Source: an optimization exercise on an open RTL-to-GDS flow (aim: small area, a short achievable clock period and few clock cycles per item). Production flows keep margins and buffers that such runs may drop.
Only simulation tests tie the RTL to the original design; equivalence was not proved.

==> harbor <==
==> flow/design.v (excerpt) <==
module eased_frame_time_lookup_unit #(
	parameter int MAX_FRAMES = eftl_pkg::MAX_FRAMES_DEF
) (
	input  logic                          clk,
	input  logic                          arst_n,
	input  logic                          cfg_we,
	input  logic [eftl_pkg::CURVE_W-1:0]  cfg_wdata,
	input  logic                          s_tvalid,
	output logic                          s_tready,
	input  logic [eftl_pkg::IN_W-1:0]     s_tdata,
	output logic                          m_tvalid,
	input  logic                          m_tready,
	output logic [eftl_pkg::OUT_W-1:0]    m_tdata
);
Settings: LEC_CHECK=0, CAP_MARGIN=20, CORE_MARGIN=2, CORE_UTILIZATION=50, CTS_BUF_LIST=sky130_fd_sc_hd__clkbuf_8, SLEW_MARGIN=20; clock period 10.0 ns.
standard.sh (not shown) runs the stock make flow with config.mk's settings and CLKGATE_MAP_FILE= SYNTH_SCRIPT=/design/flow/synth_recipe.tcl, a recipe that flattens the netlist after the stock synthesis.
==> flow/flow/run.sh <==
#!/bin/bash
set -euo pipefail
bash standard.sh SETUP_SLACK_MARGIN=6 finish > standard_flow.log 2>&1
==> raven: changes against harbor <==
--- a/flow/design.v
+++ b/flow/design.v
@@ -161,52 +161,12 @@
 		for (int i = 1; i < W; i++) begin
 			y[i] = p0[i] ^ g[L][i-1];
 		end
 		co = g[L][W-1];
 	end
 endmodule
-module eftl_mul8 #(
-	parameter int W = 38
-) (
-	input  logic [8*W-1:0] rows,
-	output logic [W-1:0]   s,
-	output logic [W-1:0]   c
-);
-	function automatic logic [W-1:0] fs(input logic [W-1:0] x, input logic [W-1:0] y,
-			input logic [W-1:0] z);
-		fs = x ^ y ^ z;
-	endfunction
-	function automatic logic [W-1:0] fc(input logic [W-1:0] x, input logic [W-1:0] y,
-			input logic [W-1:0] z);
-		fc = ((x & y) | (x & z) | (y & z)) << 1;
-	endfunction
-	logic [W-1:0] r  [8];
-	logic [W-1:0] l1 [6];
-	logic [W-1:0] l2 [4];
-	logic [W-1:0] l3 [3];
-	always_comb begin
-		for (int i = 0; i < 8; i++) begin
-			r[i] = rows[i*W +: W];
-		end
-		for (int k = 0; k < 2; k++) begin
-			l1[2*k]   = fs(r[3*k], r[3*k+1], r[3*k+2]);
-			l1[2*k+1] = fc(r[3*k], r[3*k+1], r[3*k+2]);
-		end
-		l1[4] = r[6];
-		l1[5] = r[7];
-		for (int k = 0; k < 2; k++) begin
-			l2[2*k]   = fs(l1[3*k], l1[3*k+1], l1[3*k+2]);
-			l2[2*k+1] = fc(l1[3*k], l1[3*k+1], l1[3*k+2]);
-		end
-		l3[0] = fs(l2[0], l2[1], l2[2]);
-		l3[1] = fc(l2[0], l2[1], l2[2]);
-		l3[2] = l2[3];
-		s = fs(l3[0], l3[1], l3[2]);
-		c = fc(l3[0], l3[1], l3[2]);
-	end
-endmodule
 module eftl_ram #(
 	parameter int DEPTH = 64,
 	parameter int ADDR_W = 6,
 	parameter int DATA_W = 16
 ) (
 	input  logic              clk,
@@ -376,14 +336,12 @@
 	logic [16:0] a1, a2;       
 	logic [15:0] h2;           
 	logic [15:0] g2;           
 	logic [15:0] ls2, lc2;     
 	logic [16:0] b3;           
 	logic [17:0] f3, f4;       
-	logic [19:0] f3x3;         
-	logic [17:0] fx2;
 	logic        sm3, sm4;
 	logic [33:0] ms4, mc4;     
 	logic [16:0] a5;           
 	logic [21:0] b5;           
 	logic [37:0] ms6, mc6;     
 	logic        cf6;
@@ -434,35 +392,29 @@
 	logic        sm2;
 	logic [31:0] sq2;
 	logic        sq2_co;
 	eftl_add #(.W(32)) u_sqa (.a({h2, ls2}), .b({g2, lc2}), .ci(1'b0), .y(sq2), .co(sq2_co));
 	assign s2   = a2[16] ? 17'h10000 : {1'b0, sq2[31:16]};
 	assign f2   = 18'd196608 - {a2[16:0], 1'b0};
-	assign fx2  = !qry2 ? {2'b0, a2[15:0]} : f2;
 	assign sm2  = (crv2 == 2'd3) && !a2[16];
 	always_comb begin
 		case (crv2)
 			2'd1:    cp2 = s2;
 			2'd2:    cp2 = 17'h10000 - s2;
 			2'd3:    cp2 = 17'h10000;    
 			default: cp2 = a2;
 		endcase
 	end
-	logic [8*34-1:0]  sm_rows;
+	logic [16*34-1:0] sm_rows;
 	logic [33:0]      sm_s, sm_c;
 	always_comb begin
-		for (int i = 0; i < 8; i++) begin
-			case (b3[2*i +: 2])
-				2'd1:    sm_rows[i*34 +: 34] = 34'(f3) << (2 * i);
-				2'd2:    sm_rows[i*34 +: 34] = 34'({f3, 1'b0}) << (2 * i);
-				2'd3:    sm_rows[i*34 +: 34] = 34'(f3x3) << (2 * i);
-				default: sm_rows[i*34 +: 34] = 34'd0;
-			endcase
+		for (int i = 0; i < 16; i++) begin
+			sm_rows[i*34 +: 34] = b3[i] ? (34'(f3) << i) : 34'd0;
 		end
 	end
-	eftl_mul8 #(.W(34)) u_sm (.rows(sm_rows), .s(sm_s), .c(sm_c));
+	eftl_mul #(.W(34)) u_sm (.rows(sm_rows), .s(sm_s), .c(sm_c));
 	logic [15:0] tab [MAX_FRAMES];
 	logic [33:0] sum4;
 	logic [16:0] c4;
 	logic [15:0] old2, old3, old3f, old4;
 	logic [7:0]  rlo2, rhi2;   
 	logic [4:0]  fw3;          
@@ -490,52 +442,40 @@
 		if (fw3[3]) old3f = wd7;
 		if (fw3[2]) old3f = wd6;
 		if (fw3[1]) old3f = wd5;
 		if (fw3[0]) old3f = f4[15:0];
 	end
 	logic [21:0]      total_q;
-	logic [23:0]      tot3_q;     
-	logic [23:0]      tn3x5;
-	logic [23:0]      b5x;
-	logic [8*38-1:0]  mt_rows;
+	logic [21:0]      totn_q;     
+	logic [21:0]      totc5;
+	assign totc5 = ~totn_q;
+	logic [16*38-1:0] mt_rows;
 	logic [37:0]      mt_s, mt_c;
 	logic [21:0]      tn5;
 	logic [16:0]      dl5;
 	always_comb begin
-		for (int i = 0; i < 8; i++) begin
-			case (a5[2*i +: 2])
-				2'd1:    mt_rows[i*38 +: 38] = 38'(total_q) << (2 * i);
-				2'd2:    mt_rows[i*38 +: 38] = 38'({total_q, 1'b0}) << (2 * i);
-				2'd3:    mt_rows[i*38 +: 38] = 38'(tot3_q) << (2 * i);
-				default: mt_rows[i*38 +: 38] = 38'd0;
-			endcase
+		for (int i = 0; i < 16; i++) begin
+			mt_rows[i*38 +: 38] = a5[i] ? (38'((i < 8) ? total_q : totc5) << i) : 38'd0;
 		end
 	end
-	eftl_mul8 #(.W(38)) u_mt (.rows(mt_rows), .s(mt_s), .c(mt_c));
+	eftl_mul #(.W(38)) u_mt (.rows(mt_rows), .s(mt_s), .c(mt_c));
 	assign dl5 = b5[16:0];
 	assign dl4 = set4 ? ({1'b0, f4[15:0]} - {1'b0, old4}) : {1'b0, f4[15:0]};
 	always_comb begin
 		tn5 = total_q;
 		if (clr5)      tn5 = '0;
 		else if (sa5)  tn5 = b5;
 		else if (app5 || set5) tn5 = total_q + b5;
 	end
-	assign b5x = sa5 ? {2'b00, b5} : {{2{b5[21]}}, b5};
-	always_comb begin
-		tn3x5 = tot3_q;
-		if (clr5)      tn3x5 = '0;
-		else if (sa5)  tn3x5 = b5x + {b5x[22:0], 1'b0};
-		else if (app5 || set5) tn3x5 = tot3_q + b5x + {b5x[22:0], 1'b0};
-	end
 	always_ff @(posedge clk or negedge arst_n) begin
 		if (!arst_n) begin
 			total_q <= '0;
-			tot3_q  <= '0;
+			totn_q  <= '1;
 		end else if (!hold && v5) begin
 			total_q <= tn5;
-			tot3_q  <= tn3x5;
+			totn_q  <= ~tn5;
 		end
 	end
 	logic [37:0] tx6;
 	logic [21:0] tg6;
 	assign tx6 = ms6 + mc6 + 38'hFFFF;
 	assign tg6 = cf6 ? tot6 : tx6[37:16];
@@ -674,13 +614,12 @@
 			fw3[1] <= v4 && ((set4 || app4) && wa4 == wa2 || sa4);
 			fw3[2] <= v5 && ((set5 || app5) && wa5 == wa2 || sa5);
 			fw3[3] <= v6 && ((set6 || app6) && wa6 == wa2 || sa6);
 			fw3[4] <= v7 && ((set7 || app7) && wa7 == wa2 || sa7);
 			b3 <= qry2 ? s2 : {1'b0, h2};
 			f3 <= !qry2 ? {2'b0, a2[15:0]} : (sm2 ? f2 : {1'b0, cp2}); sm3 <= sm2;
-			f3x3 <= {2'b0, fx2} + {1'b0, fx2, 1'b0};
 			app4 <= app3; set4 <= set3; clr4 <= clr3; sa4 <= sa3; qry4 <= qry3; rd4 <= rd3;
 			st4 <= st3; wa4 <= wa3; lst4 <= lst3;
 			f4 <= f3; sm4 <= sm3; old4 <= old3f;
 			ms4 <= sm_s; mc4 <= sm_c;
 			app5 <= app4; set5 <= set4; clr5 <= clr4; sa5 <= sa4; qry5 <= qry4; rd5 <= rd4;
 			st5 <= st4; wa5 <= wa4; lst5 <= lst4;
==> flow/run.sh (new file) <==
#!/bin/bash
# synth_recipe.tcl (not shown) runs the flow's synth.tcl, then flattens the netlist and writes it again
# the make line also repeats each setting of config.mk as NAME=value (left out here)
make -C /OpenROAD-flow-scripts/flow DESIGN_CONFIG=/design/flow/config.mk WORK_HOME=/design/flow/orfs CLKGATE_MAP_FILE= SYNTH_SCRIPT=/design/flow/synth_recipe.tcl finish
--- a/flow/config.mk
+++ b/flow/config.mk
@@ -6,7 +6,8 @@
 export NUM_CORES = 4
 export LEC_CHECK = 0
 export CAP_MARGIN = 20
 export CORE_MARGIN = 2
 export CORE_UTILIZATION = 50
 export CTS_BUF_LIST = sky130_fd_sc_hd__clkbuf_8
+export SETUP_SLACK_MARGIN = 5
 export SLEW_MARGIN = 20
removed: flow/flow/run.sh
removed: flow/standard.sh
==> qor summary <==
Worst-Margin Slew: harbor 1.26 ns; raven 1.29 ns
Startpoint of the lowest-slack hold path: harbor rd4$_DFFE_PN_; raven wa3[1]$_DFFE_PN_
Area overhead of the layout relative to synthesis: harbor 11.9%; raven 9.91%
Ys async rst share: harbor 3.00%; raven 2.94%
Number of rows in the core area: harbor 191; raven 190
Status: harbor timing/DRC/antenna clean; raven timing/DRC/antenna clean
Basic-gate share of the synthesized area counting and, or, nand and nor cells: harbor 7.94%; raven 10.1%
Crit-path max cell delay: harbor 0.91 ns; raven 0.70 ns
Post-Synth Adder-Cell Area: harbor 14.4%; raven 18.1%
Starting density of the core: harbor 50.3%; raven 50.4%
Buffer count excluding the clock tree in the final layout: harbor 551; raven 344
Multiplexer fraction of the synthesized cell area: harbor 4.22%; raven 1.18%
Startpoint of the most critical register-to-register path: harbor wa8[2]$_SDFFCE_PP0N_; raven oh8[3]$_DFFE_PN_
Global-route met2 utilization: harbor 53.9%; raven 50.8%
Testbench counts of harbor, summed over its fixed seeds: cycles 6,128, items 5,826.
Testbench counts of raven, summed over its fixed seeds: cycles 6,128, items 5,826.

## what the ideal ports hide
How much do the figures lean on ideal ports? The routed layouts below were timed once more, with nothing changed but the port constraints. Step 1: set_driving_cell puts a clkbuf_16 on clk and a buf_2 on each other input, an assumption about the parent block. Step 2, shift: input delay + t, output delay - t, t = (earliest + latest rising clock arrival at the registers) / 2. This alone moves slack from input paths to output paths. Slacks: ideal / step 1 / step 2; pairs: ideal / step 1.
run | shift t [ns] | setup WS [ns] | clock arrival spread, ns | worst slew at a driven data input, ns
harbor | 1.207 | 5.894 / 5.894 / 5.894 | 0.140 / 0.140 | 0.09
raven | 1.161 | 5.073 / 5.073 / 5.073 | 0.126 / 0.126 | 0.05
After both steps every run listed still meets setup and hold.
